Context: an optimization exercise on an open-source flow, tuned for small area, a short achievable clock period and few clock cycles. The choices shown serve that exercise and are no tape-out recipe.
Only simulation tests tie the RTL to the original design; equivalence was not proved.

run P:
// stroke_dab_interpolator_top
module stroke_dab_interpolator_top
#(
  parameter int MAX_DABS = 16
) (
  input  logic                     clk_i,
  input  logic                     rst_ni,
  input  logic                     psel,
  input  logic                     penable,
  input  logic                     pwrite,
  input  logic [ADDR_W-1:0]        paddr,
  input  logic [DATA_W-1:0]        pwdata,
  output logic [DATA_W-1:0]        prdata,
  output logic                     pready,
  input  logic                     in_valid_i,
  output logic                     in_ready_o,
  input  logic                     has_previous_i,
  input  logic signed [POS_W-1:0]  start_x_i,
  input  logic signed [POS_W-1:0]  start_y_i,
  input  logic [PRS_W-1:0]         start_pressure_i,
  input  logic signed [POS_W-1:0]  end_x_i,
  input  logic signed [POS_W-1:0]  end_y_i,
  input  logic [PRS_W-1:0]         end_pressure_i,
  output logic                     out_valid_o,
  input  logic                     out_ready_i,
  output logic signed [POS_W-1:0]  dab_x_o,
  output logic signed [POS_W-1:0]  dab_y_o,
  output logic [PRS_W-1:0]         dab_pressure_o,
  output logic [SIZE_W-1:0]        dab_radius_o,
  output logic                     last_o
);
  localparam logic [3:0] ST_IDLE = 4'd0;
  localparam logic [3:0] ST_S1   = 4'd1;
  localparam logic [3:0] ST_S2   = 4'd2;
  localparam logic [3:0] ST_S3   = 4'd3;
  localparam logic [3:0] ST_DONE = 4'd4;
  localparam logic [3:0] ST_SR   = 4'd5;
  localparam logic [3:0] ST_SC   = 4'd6;
  localparam logic [3:0] ST_SW   = 4'd7;
  localparam logic [3:0] ST_SF   = 4'd8;
  localparam logic [1:0] N1  = 2'd0;
  localparam logic [1:0] N8  = 2'd1;
  localparam logic [1:0] N16 = 2'd2;
  ...
Size in the first run: ~5300 cells after synthesis, ~460 flip-flops, about 40000 um^2 of cells after synthesis.
export LEC_CHECK = 0
export ABC_AREA = 1
export CAP_MARGIN = 20
export CORE_MARGIN = 2
export CORE_UTILIZATION = 40
export CTS_CLUSTER_DIAMETER = 150
export CTS_CLUSTER_SIZE = 20
export GPL_TIMING_DRIVEN = 0
export PLACE_DENSITY = 0.8
export SLEW_MARGIN = 20
create_clock -name core_clock -period 15.0 [get_ports {clk_i}]
standard.sh (not shown) runs the stock make flow with config.mk's settings and CLKGATE_MAP_FILE= SYNTH_SCRIPT=/design/flow/synth_recipe.tcl, a recipe that flattens the netlist after the stock synthesis.
==> flow/flow/run.sh <==
#!/bin/bash
# Standard layout (the standard.sh: the standard synthesis and ORFS flow, unchanged),
# with repair_timing asked for setup slack margin against the design's clock so that the
# resizer keeps working on the critical paths, and the port buffers (every input and
# output port still gets one) made of buf_1 cells. Make's output goes to standard.log.
set -euo pipefail
bash standard.sh SETUP_SLACK_MARGIN=8.6 TNS_END_PERCENT=100 \
  "BUFFER_PORTS_ARGS=-buffer_cell sky130_fd_sc_hd__buf_1" finish > standard.log 2>&1
Testbench counts of run P, summed over its fixed seeds: cycles 5,173.
For run Z, these inputs were changed with respect to run P:
diff --git a/flow/config.mk b/flow/config.mk
--- a/flow/config.mk
+++ b/flow/config.mk
@@ -13,3 +13,2 @@
 export CTS_CLUSTER_SIZE = 20
-export GPL_TIMING_DRIVEN = 0
 export PLACE_DENSITY = 0.8
[summary]
- For the routed wire length, run Z came in about 7% lower than run P did.
- Re sequential share of layout area: run P was lower than run Z.
- Non-clock buffer count (lower): run Z
- Sort run P and run Z by post-cts resize count desc -> top: run P
- Run Z gives less critical path data arrival time than run P did.
- Run P → run Z: final core utilization saw a decrease; relative area of non-clock buffer cells in the final design went down.

* * *

== run 1 ==
Starting RTL as in the previous note.
clock: 15.0 ns
lec_check: 0
abc_area: 1
cap_margin: 20
core_margin: 2
core_utilization: 40
cts_buf_list: sky130_fd_sc_hd__clkbuf_4 sky130_fd_sc_hd__clkbuf_8
slew_margin: 20
==> flow/flow/run.sh <==
#!/bin/bash
# Standard layout (the standard.sh: the standard synthesis and ORFS flow, unchanged),
# with repair_timing asked for setup slack margin against the design's clock so that the
# resizer keeps working on the critical paths. Make's output goes to standard.log.
set -euo pipefail
bash standard.sh SETUP_SLACK_MARGIN=8.6 TNS_END_PERCENT=100 finish > standard.log 2>&1
Testbench counts of run 1, summed over its fixed seeds: cycles 5,173.
Input changes introduced in run 2 (baseline for comparison: run 1):
Settings: CORE_UTILIZATION changed from 40 to 50; CTS_CLUSTER_SIZE newly set to 20; PLACE_DENSITY newly set to 0.8; CTS_BUF_LIST removed (was sky130_fd_sc_hd__clkbuf_4 sky130_fd_sc_hd__clkbuf_8); CTS_CLUSTER_DIAMETER newly set to 150.
==> flow/flow/run.sh <==
#!/bin/bash
# Standard layout (the standard.sh: the standard synthesis and ORFS flow, unchanged),
# with repair_timing asked for setup slack margin against the design's clock so that the
# resizer keeps working on the critical paths, and the port buffers (every input and
# output port still gets one) made of buf_1 cells. Make's output goes to standard.log.
set -euo pipefail
bash standard.sh SETUP_SLACK_MARGIN=8.6 TNS_END_PERCENT=100 \
  "BUFFER_PORTS_ARGS=-buffer_cell sky130_fd_sc_hd__buf_1" finish > standard.log 2>&1
From run 1 to run 2 the numbers moved as follows: DRC marker count from the first detailed-route iteration rose 900, number of placement rows fell 13, arrival time of data at the critical path endpoint rose 0.02 ns. NOTE layout inverter count without the clock tree run 1->run 2 decreased slightly.
#### Input delta (run 3 over run 2)
Settings: clearing CTS_CLUSTER_SIZE, which used to be 20; clearing CTS_CLUSTER_DIAMETER, which used to be 150; clearing PLACE_DENSITY, which used to be 0.8; swapping 50 for 40 in CORE_UTILIZATION.
==> flow/flow/run.sh <==
#!/bin/bash
# Standard layout (the standard.sh: the standard synthesis and ORFS flow, unchanged),
# with repair_timing asked for setup slack margin against the design's clock so that the
# resizer keeps working on the critical paths. Make's output goes to standard.log.
set -euo pipefail
bash standard.sh SETUP_SLACK_MARGIN=8.45 TNS_END_PERCENT=100 finish > standard.log 2>&1
### Flow results
Run 3 | status: complete | timing, DRC, antenna: pass. Run 2: flow completed, timing, DRC and antenna clean. Between run 3 and run 2, it is run 3 whose worst hold margin is lower, by 0.0095 ns. Between run 3 and run 2, the count of multi-input combinational gates figures differ only marginally. Re depth of the critical timing path with buffers and inverters included: no difference whatsoever between run 2 and run 3. Run 2 → run 3: layout clock buffer count went up by 28; portion of the clock cycle consumed by the worst path in the final layout went up by 0.19 points; worst-case setup margin in the final layout went down by 0.029 ns; clock network area share went up by 2.3 points. Average wire length per cell after detail routing grows slightly when moving from run 2 to run 3. The wire length after detailed routing in run 3 is 1.06 times that in run 2. The higher final non-filler cell total of run 2 and run 3 is in run 3.
The inputs of run 4 differ from those of run 3 as listed below.
Settings: PLACE_DENSITY: unset -> 0.8; CAP_MARGIN: 20 -> 5; CTS_CLUSTER_SIZE: unset -> 20; CTS_CLUSTER_DIAMETER: unset -> 150; SLEW_MARGIN: 20 -> 5.
==> flow/flow/run.sh <==
#!/bin/bash
# Standard layout (the standard.sh: the standard synthesis and ORFS flow, unchanged),
# with repair_timing asked for setup slack margin against the design's clock so that the
# resizer keeps working on the critical paths, and the port buffers (every input and
# output port still gets one) made of buf_1 cells. Make's output goes to standard.log.
set -euo pipefail
bash standard.sh SETUP_SLACK_MARGIN=8.6 TNS_END_PERCENT=100 \
  "BUFFER_PORTS_ARGS=-buffer_cell sky130_fd_sc_hd__buf_1" finish > standard.log 2>&1
Findings:
The final layouts of run 3 and run 4 pass the timing, design-rule and antenna checks. When the final numbers for run 3 and run 4 were put side by side, the global-route usage turned out to be smaller in run 4. Comparing relative area change from synthesis to final layout for run 3 and run 4, the smaller number came from run 4. Looking at top metal layer carrying routed signals, the met4 result is from run 3; the met5 one comes from run 4. The lower relative area of clock buffers and inverters in the final design came out of run 4. The global-route wire length before repair in run 4 sits about 5% below the value recorded for run 3. Re number of antenna violations at the first check in global routing: run 3 and run 4 aren't equal, and the lower value belongs to run 3.
The following lists how run 5 was set up differently from run 4:
Settings: CAP_MARGIN changed from 5 to 20; SLEW_MARGIN changed from 5 to 20.
==> flow/flow/run.sh <==
#!/bin/bash
# Standard layout (the standard.sh: the standard synthesis and ORFS flow, unchanged),
# with repair_timing asked for setup slack margin against the design's clock so that the
# resizer keeps working on the critical paths. Make's output goes to standard.log.
set -euo pipefail
bash standard.sh SETUP_SLACK_MARGIN=8.6 TNS_END_PERCENT=100 finish > standard.log 2>&1
[summary]
- Taking run 4 as the reference, in run 5 overall routed net length increased about 1.6%; half-perimeter wire length after detailed placement now larger; data arrival time of the worst path decreased 0.05 ns.
- The number of filler cells placed in the layout number comes out higher for run 4 vs run 5.
- Looking at clock slew seen by the registers of the worst setup and hold paths, run 5 sits above run 4.
- Against run 4, minimum period implied by the final worst setup slack in run 5 came out better.
- Looking only at detailed route wirelength on metal2, and setting everything else aside, the higher value of run 5 and run 4 goes to run 5.
Here is what was changed in the inputs of run 6 compared with run 5.
Settings: CTS_CLUSTER_SIZE removed (was 20); CTS_CLUSTER_DIAMETER removed (was 150).
### Flow results
For the worst hold slack after final layout, run 6 came in 0.0077 ns higher than run 5 did.
Post-CTS resize count grows slightly when moving from run 5 to run 6.
Run 5 and run 6 ended up with nearly the same worst setup slack after layout.
Number of buffers added by the clock tree synthesis step, run 6 vs run 5: up by more than 100%
Between run 6 and run 5, the final critical-path required period does not differ in any meaningful way.
Final cell area: run 6 above run 5
| net total in the final layout | run 6 vs run 5 | ≈ equal |
Wire length of the first global-routing pass was lower in run 5 than in run 6.

[re-timing with driven ports]
The results above use ideal ports. As a check the final layouts listed here were re-extracted and re-timed, cells and wires unchanged. Step 1 assumes that a clkbuf_16 drives the clock port and a buf_2 every other input. Step 2 adds t to the input delays and takes it off the output delays; t is the mean of the earliest and latest rising clock arrival at the registers after step 1. Input paths then give back, and output paths get back, about the clock's delay inside the block. a / b / c = no drivers / after step 1 / after step 2; a / b = the first two.
run | t (ns) | slack for setup (ns) | clock arrival spread, ns | worst register clock-pin slew, ns
run P | 0.674 | 8.469 / 8.428 / 8.358 | 0.030 / 0.029 | 0.11 / 0.11
run Z | 0.679 | 8.494 / 8.444 / 8.420 | 0.049 / 0.048 | 0.11 / 0.11
run 1 | 0.782 | 8.533 / 8.481 / 8.206 | 0.037 / 0.037 | 0.07 / 0.07
run 2 | 0.669 | 8.506 / 8.454 / 8.378 | 0.037 / 0.038 | 0.10 / 0.10
run 3 | 0.688 | 8.478 / 8.448 / 8.224 | 0.027 / 0.027 | 0.07 / 0.07
run 4 | 0.679 | 8.497 / 8.447 / 8.406 | 0.052 / 0.052 | 0.11 / 0.11
run 5 | 0.685 | 8.551 / 8.511 / 8.246 | 0.040 / 0.040 | 0.11 / 0.11
run 6 | 0.699 | 8.551 / 8.511 / 8.272 | 0.031 / 0.032 | 0.07 / 0.07
After both steps setup and hold are still met in every run listed. For run 1, which loses most, drivers alone change the setup slack by -0.052 ns; drivers and shift together by -0.327 ns.
